Background: an optimization exercise with open tools, aiming at a short achievable clock period and few clock cycles per item. Do not read the settings as production practice.
In this exercise RTL edits were held to simulation tests only and were not proved equivalent to the original.
No activity file was given, so power comes from the tool's default toggle rates.

===== design/flow/config.mk =====
export PLATFORM = sky130hd
export DESIGN_NAME = icache_subsys
export DESIGN_NICKNAME = icache_subsys
export VERILOG_FILES = /design/flow/design.v
export SDC_FILE = /design/flow/constraint.sdc
export NUM_CORES = 4
export LEC_CHECK = 0
export CAP_MARGIN = 20
export CORE_MARGIN = 2
export CORE_UTILIZATION = 40
export SETUP_SLACK_MARGIN = 2.5
export SLEW_MARGIN = 20
export TNS_END_PERCENT = 0

===== design/flow/constraint.sdc =====
create_clock -name core_clock -period 5.0 [get_ports {clk}]
set_input_delay 1.0000 -clock core_clock [delete_from_list [all_inputs] [get_ports {clk}]]
set_output_delay 1.0000 -clock core_clock [all_outputs]
set_load 0.01 [all_outputs]

===== design/flow/design.v =====
`default_nettype none
module icache_subsys #(
    parameter int RBW = 5,               
    parameter int MQW = 4                
) (
    input  wire        clk,
    input  wire        rst,
    input  wire        cpu_req_valid,
    input  wire [31:0] cpu_req_addr,
    output logic       cpu_req_ready,
    input  wire        flush,
    output logic       cpu_resp_valid,
    output logic [31:0] cpu_resp_data,
    output logic       cpu_resp_err,
    output logic [31:0] paddr,
    output logic       psel,
    output logic       penable,
    output logic       pwrite,
    input  wire [31:0] prdata,
    input  wire        pready,
    input  wire        pslverr
);
    localparam int ROB_DEPTH = 1 << RBW;
    localparam int MQ_DEPTH  = 1 << MQW;
    logic [15:0]    valid_q;
    logic [25:0]    tag_q   [16];
    logic [31:0]    data_q  [16];
    logic [15:0]    pend_q;              
    logic [25:0]    ptag_q  [16];        
    logic [RBW-1:0] pslot_q [16];        
    logic [29:0]          rob_addr [ROB_DEPTH];    
    logic [31:0]          rob_data [ROB_DEPTH];
    logic [RBW-1:0]       rob_par  [ROB_DEPTH];    
    logic [ROB_DEPTH-1:0] rob_err;
    logic [ROB_DEPTH-1:0] rob_done;
    logic [ROB_DEPTH-1:0] rob_wait;
    logic [RBW:0]         head_q, lptr_q, dptr_q, tail_q;
    logic [ROB_DEPTH-1:0] head_oh, lptr_oh, tail_oh;
    logic ready_q, acc, wok_q;
    logic [RBW:0] used;
    assign used          = tail_q - head_q;
    assign cpu_req_ready = ready_q && !flush;
    assign acc           = cpu_req_valid && ready_q && !flush;
    logic                 done_q, err_q, fill, rollback, clr_q, clr_now;
    logic [31:0]          rdata_q;
    logic [29:0]          c_addr_q;
    logic [RBW:0]         c_slot_q;
    logic [ROB_DEPTH-1:0] c_soh_q;
    logic [ROB_DEPTH-1:0] bm_q;          
    logic [15:0]          c_oh;
    logic [15:0]          fill_oh_q;     
    logic [15:0]          clr_oh_q;      
    logic [3:0]           c_idx;
    logic [25:0]          c_tag;
    logic [RBW-1:0]       c_s;
    assign c_idx    = c_addr_q[3:0];
    assign c_tag    = c_addr_q[29:4];
    assign c_s      = c_slot_q[RBW-1:0];
    assign fill     = done_q && !err_q;
    assign rollback = done_q && err_q;
    assign clr_now  = done_q && clr_q;
    always_comb
        for (int i = 0; i < 16; i++)
            c_oh[i] = (c_idx == 4'(i));
    logic                 a_valid, b_valid, l_valid;
    logic [29:0]          a_addr, b_addr, l_addr;
    logic [RBW:0]         a_slot, b_slot, l_slot;
    logic [ROB_DEPTH-1:0] a_soh, b_soh, l_soh;
    logic [15:0]          a_oh, b_oh, l_oh;
    logic [3:0]           a_idx, b_idx, l_idx;
    logic [25:0]          a_tag, b_tag, l_tag;
    logic [15:0]          b_tmv;         
    logic [15:0]          b_pmv;         
    logic                 l_th;          
    logic [31:0]          l_data;        
    logic                 l_pm;          
    logic                 l_pend;        
    logic                 l_stall, l_go, l_take, a_load;
    logic                 l_hit, l_link, l_miss;
    assign a_idx = a_addr[3:0];
    assign a_tag = a_addr[29:4];
    assign b_idx = b_addr[3:0];
    assign b_tag = b_addr[29:4];
    assign l_idx = l_addr[3:0];
    assign l_tag = l_addr[29:4];
    logic stall_q, mq_afull_q;
    assign l_stall = (done_q && stall_q) || mq_afull_q;
    assign l_go    = l_valid && !l_stall;
    assign l_take  = !l_valid || !l_stall;      
    assign a_load  = !a_valid || l_take;        
    assign l_hit  = !l_pend && l_th;
    assign l_link = l_pend && l_pm;
    assign l_miss = l_go && !l_hit && !l_link;
    logic [15:0] a_tm, a_pm;
    logic        a_cf, a_lf, b_cf, b_lf, l_cf, b_same;
    always_comb
    begin
        a_cf = (c_tag == a_tag);
        a_lf = (l_tag == a_tag);
        b_cf = (c_tag == b_tag);
        b_lf = (l_tag == b_tag);
        l_cf = (c_tag == l_tag);
        for (int i = 0; i < 16; i++)
        begin
            a_tm[i] = fill_oh_q[i] ? a_cf : (valid_q[i] && (tag_q[i] == a_tag));
            a_pm[i] = (l_go && l_oh[i]) ? a_lf : (ptag_q[i] == a_tag);
        end
        b_same = l_valid && (l_idx == b_idx);
    end
    logic        b_th_d, b_pm_d, b_pend_d;
    logic [31:0] b_data_d;
    always_comb
    begin
        b_th_d   = |(fill_oh_q & b_oh) ? b_cf : |(b_oh & b_tmv);
        b_pm_d   = b_same ? b_lf : |(b_oh & b_pmv);
        b_pend_d = b_same ? !l_hit : |(b_oh & pend_q & ~clr_oh_q);
        b_data_d = '0;
        for (int i = 0; i < 16; i++)
            b_data_d = b_data_d | (data_q[i] & {32{b_oh[i]}});
        if (|(fill_oh_q & b_oh))
            b_data_d = rdata_q;
    end
    logic [29:0] rob_addr_l;
    always_comb
    begin
        rob_addr_l = '0;
        for (int i = 0; i < ROB_DEPTH; i++)
            rob_addr_l = rob_addr_l | (rob_addr[i] & {30{lptr_oh[i]}});
    end
    always_ff @(posedge clk)
    begin
        if (a_load)
        begin
            a_addr <= rob_addr_l;
            a_slot <= lptr_q;
            a_soh  <= lptr_oh;
            for (int i = 0; i < 16; i++)
                a_oh[i] <= (rob_addr_l[3:0] == 4'(i));
        end
        if (l_take)
        begin
            b_addr <= a_addr;
            b_slot <= a_slot;
            b_soh  <= a_soh;
            b_oh   <= a_oh;
            b_tmv  <= a_tm;
            b_pmv  <= a_pm;
        end
        else
        begin
            for (int i = 0; i < 16; i++)
                if (fill_oh_q[i])
                    b_tmv[i] <= b_cf;
        end
        if (l_take)
        begin
            l_addr <= b_addr;
            l_slot <= b_slot;
            l_soh  <= b_soh;
            l_oh   <= b_oh;
            l_th   <= b_th_d;
            l_pm   <= b_pm_d;
            l_pend <= b_pend_d;
            l_data <= b_data_d;
        end
        else
        begin
            if (fill && stall_q)
            begin
                l_th   <= l_cf;
                l_data <= rdata_q;
            end
            if (clr_now && stall_q)
                l_pend <= 1'b0;
        end
    end
    always_ff @(posedge clk)
    begin
        if (rst || rollback)
        begin
            a_valid <= 1'b0;
            b_valid <= 1'b0;
            l_valid <= 1'b0;
        end
        else
        begin
            if (a_load)
                a_valid <= (lptr_q != tail_q);
            if (l_take)
            begin
                b_valid <= a_valid;
                l_valid <= b_valid;
            end
        end
    end
    logic pop;
    logic [RBW:0] c_next;
    assign c_next = c_slot_q + 1'b1;
    logic hd_ne_q;
    logic [RBW:0] dptr_n;
    assign pop = hd_ne_q && |(head_oh & rob_done);
    assign dptr_n = rollback ? c_next : (dptr_q + {{RBW{1'b0}}, l_go});
    always_ff @(posedge clk)
    begin
        if (rst)
        begin
            head_q  <= '0;
            hd_ne_q <= 1'b0;
            lptr_q  <= '0;
            dptr_q  <= '0;
            tail_q  <= '0;
            head_oh <= ROB_DEPTH'(1);
            lptr_oh <= ROB_DEPTH'(1);
            tail_oh <= ROB_DEPTH'(1);
            ready_q <= 1'b0;
            wok_q   <= 1'b0;
        end
        else
        begin
            if (acc)
            begin
                tail_q  <= tail_q + 1'b1;
                tail_oh <= {tail_oh[ROB_DEPTH-2:0], tail_oh[ROB_DEPTH-1]};
            end
            if (pop)
            begin
                head_q  <= head_q + 1'b1;
                head_oh <= {head_oh[ROB_DEPTH-2:0], head_oh[ROB_DEPTH-1]};
            end
            ready_q <= (used < ROB_DEPTH - 1);
            wok_q   <= (used < ROB_DEPTH - 1) || (used == ROB_DEPTH - 1 && !acc);
            hd_ne_q <= pop ? (head_q + 1'b1 != dptr_n) : (head_q != dptr_n);
            if (rollback)
            begin
                lptr_q  <= c_next;
                lptr_oh <= {c_soh_q[ROB_DEPTH-2:0], c_soh_q[ROB_DEPTH-1]};
                dptr_q  <= c_next;
            end
            else
            begin
                if (a_load && lptr_q != tail_q)
                begin
                    lptr_q  <= lptr_q + 1'b1;
                    lptr_oh <= {lptr_oh[ROB_DEPTH-2:0], lptr_oh[ROB_DEPTH-1]};
                end
                if (l_go)
                    dptr_q <= dptr_q + 1'b1;
            end
        end
    end
    logic [RBW-1:0] l_par;
    logic           l_par_fl;            
    logic [ROB_DEPTH-1:0] cm_d;
    always_comb
    begin
        for (int i = 0; i < ROB_DEPTH; i++)
            cm_d[i] = (l_go && l_soh[i]) ? (l_link && l_par_fl)
                                         : (rob_wait[i] && rob_par[i] == fl_slot_q[RBW-1:0]);
    end
    always_comb
    begin
        l_par = '0;
        for (int i = 0; i < 16; i++)
            l_par = l_par | (pslot_q[i] & {RBW{l_oh[i]}});
        l_par_fl = (l_par == fl_slot_q[RBW-1:0]);
        if (!l_link)
            l_par = l_slot[RBW-1:0];
    end
    always_ff @(posedge clk)
    begin
        for (int i = 0; i < ROB_DEPTH; i++)
        begin
            if (wok_q && tail_oh[i])
                rob_addr[i] <= cpu_req_addr[31:2];
            if (l_valid && l_soh[i])
                rob_data[i] <= l_data;
            else if (bm_q[i])
                rob_data[i] <= rdata_q;
            if (l_valid && l_soh[i])
                rob_par[i] <= l_par;
        end
    end
    always_ff @(posedge clk)
    begin
        if (rst)
        begin
            rob_done <= '0;
            rob_wait <= '0;
            rob_err  <= '0;
        end
        else
        begin
            for (int i = 0; i < ROB_DEPTH; i++)
            begin
                if (rollback && c_soh_q[i])
                begin
                    rob_done[i] <= 1'b1;
                    rob_wait[i] <= 1'b0;
                    rob_err[i]  <= 1'b1;
                end
                else if (l_go && l_soh[i])
                begin
                    rob_done[i] <= l_hit;
                    rob_wait[i] <= !l_hit;
                    rob_err[i]  <= 1'b0;
                end
                else if (bm_q[i])
                begin
                    rob_done[i] <= 1'b1;
                    rob_wait[i] <= 1'b0;
                end
            end
        end
    end
    logic resp_valid_q, resp_err_q;
    logic [31:0] resp_data_q, h_data;
    always_comb
    begin
        h_data = '0;
        for (int i = 0; i < ROB_DEPTH; i++)
            h_data = h_data | (rob_data[i] & {32{head_oh[i]}});
    end
    always_ff @(posedge clk)
    begin
        if (rst)
            resp_valid_q <= 1'b0;
        else
            resp_valid_q <= pop;
        resp_data_q <= h_data;
        resp_err_q  <= |(head_oh & rob_err);
    end
    assign cpu_resp_valid = resp_valid_q;
    assign cpu_resp_data  = resp_data_q;
    assign cpu_resp_err   = resp_err_q;
    logic [29:0]    mq_addr [MQ_DEPTH];
    logic [RBW:0]   mq_slot [MQ_DEPTH];
    logic [MQW:0]   mq_head, mq_tail, mq_used;
    logic [MQ_DEPTH-1:0] mq_toh;         
    logic           mq_empty;
    assign mq_used  = mq_tail - mq_head;
    assign mq_empty = (mq_head == mq_tail);
    logic           psel_q, penable_q;
    logic [29:0]    paddr_q;
    logic [29:0]    paddr_o;             
    logic [29:0]    paddr_n;
    logic [RBW:0]   fl_slot_q;
    logic           apb_end, apb_free, direct;
    assign apb_end  = penable_q && pready;
    assign apb_free = (!psel_q || (apb_end && !pslverr)) && !rollback;
    assign direct   = mq_empty && apb_free;
    assign paddr_n  = mq_empty ? l_addr : mq_addr[mq_head[MQW-1:0]];
    logic psel_d;
    assign psel_d   = (psel_q && !apb_end) || (apb_free && (!mq_empty || l_miss));
    always_ff @(posedge clk)
    begin
        for (int i = 0; i < MQ_DEPTH; i++)
            if (!mq_afull_q && mq_toh[i])
            begin
                mq_addr[i] <= l_addr;
                mq_slot[i] <= l_slot;
            end
        if (!psel_q || apb_end)
        begin
            paddr_q   <= paddr_n;
            fl_slot_q <= mq_empty ? l_slot : mq_slot[mq_head[MQW-1:0]];
        end
        paddr_o <= psel_d ? ((!psel_q || apb_end) ? paddr_n : paddr_q) : '0;
        if (penable_q)
        begin
            c_addr_q <= paddr_q;
            c_slot_q <= fl_slot_q;
            for (int i = 0; i < ROB_DEPTH; i++)
                c_soh_q[i] <= (fl_slot_q[RBW-1:0] == RBW'(i));
        end
        rdata_q <= prdata;
        err_q   <= pslverr;
        clr_q   <= (pslot_q[paddr_q[3:0]] == fl_slot_q[RBW-1:0]) &&
                   !(l_miss && l_idx == paddr_q[3:0]);
        stall_q <= (paddr_q[3:0] == (l_take ? b_idx : l_idx));
        mq_afull_q <= (mq_used >= MQ_DEPTH - 1);
        bm_q <= {ROB_DEPTH{!rst && apb_end && !pslverr}} & cm_d;
        for (int i = 0; i < 16; i++)
        begin
            fill_oh_q[i] <= !rst && apb_end && !pslverr && (paddr_q[3:0] == 4'(i));
            clr_oh_q[i]  <= !rst && apb_end && (paddr_q[3:0] == 4'(i)) &&
                            (pslot_q[paddr_q[3:0]] == fl_slot_q[RBW-1:0]) &&
                            !(l_miss && l_idx == paddr_q[3:0]);
        end
    end
    always_ff @(posedge clk)
    begin
        if (rst)
        begin
            mq_head   <= '0;
            mq_tail   <= '0;
            mq_toh    <= MQ_DEPTH'(1);
            psel_q    <= 1'b0;
            penable_q <= 1'b0;
            done_q    <= 1'b0;
        end
        else
        begin
            if (rollback)
                mq_head <= mq_tail;
            else
            begin
                if (l_miss && !direct)
                begin
                    mq_tail <= mq_tail + 1'b1;
                    mq_toh  <= {mq_toh[MQ_DEPTH-2:0], mq_toh[MQ_DEPTH-1]};
                end
                if (apb_free && !mq_empty)
                    mq_head <= mq_head + 1'b1;
            end
            psel_q    <= psel_d;
            penable_q <= psel_q && !apb_end;
            done_q    <= apb_end;
        end
    end
    assign psel    = psel_q;
    assign penable = penable_q;
    assign pwrite  = 1'b0;
    assign paddr   = {paddr_o, 2'b00};
    always_ff @(posedge clk)
    begin
        if (rst || flush)
            valid_q <= '0;
        else if (fill)
            valid_q <= valid_q | fill_oh_q;
    end
    always_ff @(posedge clk)
    begin
        for (int i = 0; i < 16; i++)
        begin
            if (fill_oh_q[i])
            begin
                tag_q[i]  <= c_tag;
                data_q[i] <= rdata_q;
            end
            if (l_go && l_oh[i])
                ptag_q[i] <= l_tag;
            if (l_miss && l_oh[i])
                pslot_q[i] <= l_slot[RBW-1:0];
        end
    end
    always_ff @(posedge clk)
    begin
        if (rst || rollback)
            pend_q <= '0;
        else
            pend_q <= (pend_q & ~clr_oh_q) | ({16{l_miss}} & l_oh);
    end
endmodule
`default_nettype wire

===== design/flow/run.sh =====
#!/bin/bash
# synth_recipe.tcl (not shown) runs the flow's synth.tcl, then flattens the netlist and writes it again
# the make line also repeats each setting of config.mk as NAME=value (left out here)
make -C /OpenROAD-flow-scripts/flow DESIGN_CONFIG=/design/flow/config.mk WORK_HOME=/design/flow/orfs CLKGATE_MAP_FILE= SYNTH_SCRIPT=/design/flow/synth_recipe.tcl finish

==> results of run 1 <==
[through the flow]
step	instance area [sq um]	hold WS (ns)	setup slack (ns)	power [uW]
floorplan	200000	0.400	2.30	63900
finish	229000	0.347	2.11	114000
global route	228000	0.345	2.14	117000
global placement	210000	0.400	1.14	74200
detailed placement	210000	0.405	1.14	74400
CTS	228000	0.283	2.13	113000
[layer usage]
metal | share of wire (%) | vias up | wire length (um) | global-route usage, %
met5 | 0.027 | - | 191 | 0
li1 | - | 50000 | - | -
met2 | 45 | 8593 | 313000 | 40.8
met4 | 4.6 | 28 | 32400 | 10.9
met1 | 39 | 64800 | 275000 | 37.3
met3 | 12 | 1544 | 81900 | 5.85
[worst paths after layout]
check | endpoint | slack, ns | depth (start not counted)
setup / recovery | l_data[12]$_DFFE_PP_ | 2.11 | 4
hold / removal | rdata_q[0]$_DFF_P_ | 0.35 | 1
setup reg to reg | l_data[12]$_DFFE_PP_ | 2.11 | 4
hold reg to reg | b_oh[10]$_DFFE_PN_ | 0.39 | 0
[state kept, by name, indices dropped and copies added, names as in the netlist, 80 cells and up]
name / flops
data_q: 512
mq_addr: 480
mq_slot: 96
pslot_q: 80
ptag_q: 416
rob_addr: 960
rob_data: 1024
rob_par: 160
tag_q: 416
[layout make-up]
cell class | instances | area, sq um | share of cell area, %
Timing Repair inverter | 2 | 15.0 | 0.00657
Antenna cell | 29 | 72.6 | 0.0318
Sequential cell | 5010 | 146000 | 63.9
Timing Repair Buffer | 629 | 5520 | 2.42
Clock buffer | 730 | 14800 | 6.47
Tap cell | 6655 | 8330 | 3.64
Multi-Input combinational cell | 6609 | 51400 | 22.5
Inverter | 99 | 438 | 0.192
Clock inverter | 238 | 2090 | 0.913
[critical path, stage by stage, from the launching register on]
cell and delay (ns):
dfxtp_1 0.54, nor2b_4 0.91, nand2_1 0.17, nand2_2 0.11, buf_4 0.66
[timing repair]
action                                  in CTS  in global routing
gates resized for setup                    230                 46
endpoints found under the setup margin    2660               1769
setup buffers                               32                 32
pin swaps                                    6                  7
cloned                                       8                  2
[power by group through the flow]
stage	Clock (uW)	Sequential [uW]	Combinational [uW]
3_5_place_dp	0	53000	21500
3_3_place_gp	0	53000	21200
6_report	38800	51900	23200
2_1_floorplan	0	51400	12600
4_1_cts	39000	52000	22100
5_1_grt	40600	52000	24100
[cells by family (layout without fill, tap and decap cells)]
| group | after synthesis | after routing | share of synthesized area, % |
|---|---|---|---|
| mux | 1108 | 1108 | 6.24 |
| buf+inv | 1041 | 1698 | 2.03 |
| compound gates | 2242 | 2243 | 8.27 |
| fa+ha+maj | 23 | 23 | 0.151 |
| simple gates | 2040 | 2047 | 5.21 |
| other cells | 1 | 32 | 0.00188 |
| xor+xnor | 1185 | 1185 | 5.21 |
| flops | 5010 | 5010 | 72.9 |
[cell usage in the layout (no fill, tap or decap), types with 89 or more instances in the layout]
cell	netlist	final
mux2_2	1068	1068
nand3_1	257	254
nor2_1	362	346
o21ai_0	96	89
a22o_1	239	239
xor2_1	332	331
edfxtp_1	4533	4533
nand2_1	499	463
clkbuf_16	0	548
clkinv_1	3	89
a21oi_1	314	312
a221oi_1	268	266
xnor2_1	850	849
clkbuf_1	776	142
nor3_1	117	114
nand4_1	383	383
a22oi_1	1066	1066
dfxtp_1	477	360
buf_4	6	427
==> results.txt, run 1 <==
Rel. slew slack=around 15%; cell with the most instances after synthesis=edfxtp_1; CTS Buffer Depth=4; syn_area_per_cell=~16 sq um; final std cells w/o fill=around 20,000; sequential-to-total area share from yosys stat=~73%; gr usage total=between 20% and 30%; chip height=slightly above 700 um; routed vias=between 100k and 150k; Crit Path Max Fanout=33; hold_buf cts=0; power per cell area=roughly 500 mW/mm^2; clock skew=between 0.1 and 0.15 ns; r2r startpoint=done_q$_SDFF_PP0_; Flop pwr share=between 40% and 50%; NetSw=roughly 35,000 uW; total CTS buffers=530; Internal=slightly below 80,000 uW; Clk network pwr share=34.1%; Root Driver=clkbuf_16; CTS tree=built; Final Hold Viols=0; static leakage=between 0.07 and 0.08 uW; top cells by area, synth=edfxtp_1, mux2_2, dfxtp_1, a22oi_1, xnor2_1; number of global-route vias before repair=~120k; global-route wire length before repair=between 900,000 and 1,000,000 um; Final setup violation count=0; HP Class=input pin to register; Max-cap violations=0; synth cell count leaders=edfxtp_1, mux2_2, a22oi_1; initial antenna violation count=between 40 and 50; FP Rows=259; combinational fraction of design power=around a fifth; min-delay src=prdata[0]; Final Util=45.9%; Setup CP Type=register to register; GP Congestion=0.878; area leader, netlist=edfxtp_1; Pre-Repair DR Iteration Count=6; share of layout cells above drive strength 1=between 20% and 30%; Least-Margin Pin Slew=1.28 ns; Final #Nets=approximately 13,000; # port buffers=134; io pins=140; residual DRC count=0; CTS clk-pin slew, worst paths=~0.06 ns; routed wire length=about 700,000 um; core area=0.498 sq mm; min Tclk post-route=between 2 and 3 ns; VDD IR-drop max=0.371 mV; die area=0.505 sq mm; RSZ-0062 raised after global routing=true; Async SR Flop Fraction=0%; setup TNS=0 ns; Critical Path RT=roughly 5.7 ns; CP Launch Point=done_q$_SDFF_PP0_; largest net degree at the start of global routing=between 100 and 150; Routed Antenna Nets=0; clk sinks=~5,000; top cell type's share of synthesized area=approximately two thirds; Sw Ratio=about 31%; Overflow after GRT=0; Detailed Place HPWL=between 300,000 and 400,000 um; cell area after synthesis=around 0.2 sq mm; Die X=between 700 and 800 um; Worst setup SP type=register; synth unique cells=88; Area growth syn-to-layout=14.3%; Crit. End Element=register; Clock Latency Late Sink=~1.1 ns; DR iter-0 viols=20,900; vias per cell=6.25; Crit path arrival time=3.53 ns; starting density of the core=40.2%; Seq cells post-synth=~5,000; top_reg_cell synth=edfxtp_1; Placed Cells=about 19,000; Filler cells=43,100; wire per inst=approximately 35 um; htree depth=6; fmax=0.346 GHz; Tcrit/Tclk final=slightly below 60%; YS warnings=10; EDFF count, synth=roughly 4,500; status=no timing/DRC/antenna violations; pins over their slew limit=0; Post-Synthesis Cells=between 10,000 and 15,000
Testbench counts, summed over its fixed seeds: cycles 16,832, items 12,000.
==> run 2: changes to the inputs <==
--- a/design/flow/design.v
+++ b/design/flow/design.v
@@ -2,3 +2,3 @@
 module icache_subsys #(
-    parameter int RBW = 5,               
+    parameter int RBW = 6,               
     parameter int MQW = 4                
==> run 2 against run 1 <==
The layout now fails its checks (antenna violations). Setup slack worse by 0.21 ns. Sequential power up 45%. Utilization down 0.19 points. Global-route usage up 2.2 points. Non-clock buffer count up 373. Via count up 58%. Maximum frequency down 6.9%. Register-to-register slack worse by 0.21 ns. Hold slack worse by 0.087 ns. Combinational power up 32%.
==> results.txt, run 2 <==
status=finished with violations; reasons for failing layout checks=antenna violations; syn_area_per_cell=15.9 sq um; Crit path arrival time=4.14 ns; Routed Antenna Nets=1; # port buffers=between 100 and 150; Final #Nets=19,500; pins over their slew limit=0; EDFF count, synth=6,906; Critical Path RT=approximately 6.0 ns; area leader, netlist=edfxtp_1; setup TNS=0 ns; Setup CP Type=register to register; vias per cell=~6.5; Pre-Repair DR Iteration Count=6; hold_buf cts=0; synth cell count leaders=edfxtp_1, mux2_2, clkbuf_1; met3 usage=under 10%; min-delay src=prdata[0]; largest registers=rob_data x2048, rob_addr x1920, data_q x512; gr usage total=just under 30%; wire per inst=roughly 39 um; Slowest-stage cell, CP=or4_4; Placed Cells=about 29,000; Largest Register=rob_data; Post-Synthesis Cells=19,200; FF-to-FF setup slack=between 1.5 and 2 ns; commonest non-fill, non-tap cell in the layout=edfxtp_1; chip height=between 800 and 900 um; Rel. slew slack=13.9%; power per cell area=468 mW/mm^2; post-synthesis mux area share=between 7 and 8%; CTS clk-pin slew, worst paths=approximately 0.06 ns; worst-path cell chain=buf_4 -> a22o_1 -> a221oi_1 -> nand4_1 -> or4_4; Least-Margin Pin Slew=roughly 1.3 ns; Clk network pwr share=35.1%; most frequent cells in the layout=edfxtp_1, mux2_2, a221oi_1; residual DRC count=0; largest family of logic cells by synthesized area=compound AO/OA/AOI/OAI gates; clock skew=0.130 ns; Final Util=45.7%; max reg flops=2,048; number of global-route vias before repair=about 180k; Sw Ratio=a little under a third; WHS=approximately 0.26 ns; synth unique cells=between 70 and 80; top cells by area, synth=edfxtp_1, mux2_2, dfxtp_1, a221oi_1, a22o_1; Post-Synth Simple-Gate Area=4.44%; clk sinks=approximately 7,600; Seq cells post-synth=7,611; GP Congestion=0.905; cell area after synthesis=0.307 sq mm; NetSw=between 40,000 and 50,000 uW; Clock Latency Late Sink=between 1 and 1.5 ns; Detailed Place HPWL=670,000 um; GR peak layer=met2; Crit. End Element=register; hold path depth=1; static leakage=between 0.1 and 0.15 uW; FP Rows=321; global-route wire length before repair=1,570,000 um; top cell type's share of synthesized area=about 68%; VDD IR-drop max=0.455 mV; starting density of the core=approximately two fifths; Hold EP=rdata_q[0]$_DFF_P_; routed vias=197,000; cell count of the worst reg-to-reg path=5; HP Class=input pin to register; initial antenna violation count=99; die area=0.774 sq mm; CP max stage delay=0.81 ns; htree depth=6; XOR/XNOR Fraction of Synth Area=slightly above 4%; Root Driver=clkbuf_16; Flop pwr share=approximately 46%; Max-cap violations=0; top_reg_cell synth=edfxtp_1; share of layout cells above drive strength 1=a little under a quarter; Area growth syn-to-layout=13.9%; Final Hold Viols=0; Async SR Flop Fraction=0%; Worst setup SP type=register; Tcrit/Tclk final=62.0%; RR Endpoint=resp_data_q[30]$_DFF_P_; M2 GR Usage=between 40% and 50%; Overflow after GRT=0; core area=~0.76 sq mm; Die X=about 900 um; fmax=between 0.3 and 0.4 GHz; final std cells w/o fill=30,300; r2r startpoint=head_oh[53]$_SDFFE_PP0P_; sequential-to-total area share from yosys stat=approximately 72%; total CTS buffers=about 770; combinational fraction of design power=a little under a fifth; Internal=114,000 uW; routed wire length=1,170,000 um; post-synthesis adder-cell area fraction=less than 1%; io pins=140; CTS Buffer Depth=4; RSZ-0062 raised after global routing=true; largest net degree at the start of global routing=200; YS warnings=10; Crit Path Max Fanout=30; Final setup violation count=0; GR Util met1=39.6%; min Tclk post-route=about 3.1 ns; cell with the most instances after synthesis=edfxtp_1; Synth Area in Compound Gates=about 9%; CTS tree=built; DR iter-0 viols=approximately 34,000
==> run 2: changes by cell type in the layout (fill, tap and decap cells not counted), sizes merged, moves of 247 or more <==
| cell | delta |
|---|---|
| clkbuf | +288 |
| a221oi | +881 |
| nand2 | +247 |
| a22oi | -609 |
| mux2 | +1044 |
| buf | +397 |
| a22o | +848 |
| edfxtp | +2373 |
==> run 2: cells by family (layout without fill, tap and decap cells) <==
group | after synthesis | in the layout
and+or+nand+nor | 2713 | 2727
AOI/OAI and AO/OA | 3566 | 3567
adders and majority gates | 24 | 24
other | 1 | 73
muxes | 2139 | 2139
DFF | 7611 | 7611
xor gates and xnor gates | 1428 | 1428
buffers and inverters | 1746 | 2564
==> run 2: stage by stage <==
stage               area, sq um  worst slack [ns]  power [uW]
floorplan                307000              2.01       91900
global placement         322000              1.25      105000
detailed placement       322000              1.22      105000
CTS                      348000              2.06      162000
global route             349000              1.97      167000
finish                   349000              1.90      163000
==> run 2: worst max-delay path by stage <==
| stage | from | cells past startpoint | end |
|---|---|---|---|
| 2_1_floorplan | fill_oh_q[7]$_DFF_P_ | 7 | l_data[23]$_DFFE_PP_ |
| 3_3_place_gp | pready | 9 | mq_tail[3]$_SDFFE_PP0P_ |
| 3_5_place_dp | pready | 9 | mq_tail[4]$_SDFFE_PP0P_ |
| 4_1_cts | ready_q$_SDFF_PP0_ | 2 | cpu_req_ready |
| 5_1_grt | paddr_q[0]$_DFF_P_ | 10 | clr_oh_q[2]$_DFF_P_ |
| 6_report | head_oh[53]$_SDFFE_PP0P_ | 5 | resp_data_q[30]$_DFF_P_ |
==> run 2: power by group through the flow <==
stage | clock (uW) | sequential [uW] | combinational [uW]
after floorplan | 0 | 75900 | 16000
after global routing | 59900 | 75400 | 31700
after detailed placement | 0 | 76800 | 28300
final | 57300 | 75400 | 30700
after global placement | 0 | 76800 | 28000
after CTS | 57500 | 75400 | 29200
==> run 2: area by class of cell <==
cell class / count / area [sq um]
Antenna cell: 70 / 175
Multi-Input combinational cell: 9888 / 80300
Timing Repair Buffer: 1002 / 8900
Clock buffer: 1014 / 20800
Fill cell: 66000 / 415000
Inverter: 123 / 469
Sequential cell: 7611 / 222000
Tap cell: 10200 / 12700
Clock inverter: 425 / 3940
==> run 2: what timing repair did <==
action | 4_1_cts | 5_1_grt
gates cloned | 11 | 15
buffers inserted | 40 | 52
setup endpoints to repair | 3438 | 3425
pin swaps | 33 | 37
gates resized for setup | 284 | 119
==> run 2: worst max-delay path: cells and delay by family, from the launching register on <==
kind            cells  cell delay, ns
compound gates      2            0.57
buf+inv             1            0.36
flops               1            0.45
simple gates        2            1.49
==> run 2: metal layers <==
layer / vias to the layer above / wire length [um]
li1: 76500 / -
met1: 102000 / 437000
met2: 15400 / 512000
met3: 2954 / 156000
met4: 62 / 67100
met5: - / 388
Testbench counts of run 2, summed over its fixed seeds: cycles 15,376, items 12,000.

what the ideal ports hide:
Ports are ideal in the flow. The routed layouts listed here were re-timed in OpenROAD. Step 1 (the two cells are an assumption about what drives the block):
set clk [get_ports {clk}]
set_driving_cell -lib_cell sky130_fd_sc_hd__clkbuf_16 $clk
set_driving_cell -lib_cell sky130_fd_sc_hd__buf_2 [delete_from_list [all_inputs] $clk]
Step 2 times the ports against the registers' clock, not the clock port: input delays grow and output delays shrink by t, the midpoint of the rising clock arrivals with the driver on. Three values: ideal, step 1, step 2; two values: the first two.
| run | t, ns | slack for setup (ns) | slew at the worst register clock pin (ns) | pins driven straight from the clock port |
|---|---|---|---|---|
| run 1 | 1.162 | 2.111 / 2.107 / 1.215 | 0.07 / 0.07 | 1 |
| run 2 | 1.260 | 1.899 / 1.899 / 1.195 | 0.07 / 0.07 | 1 |
The setup slack of run 1, which loses most, moves by -0.004 ns with the drivers and by -0.896 ns with both steps.
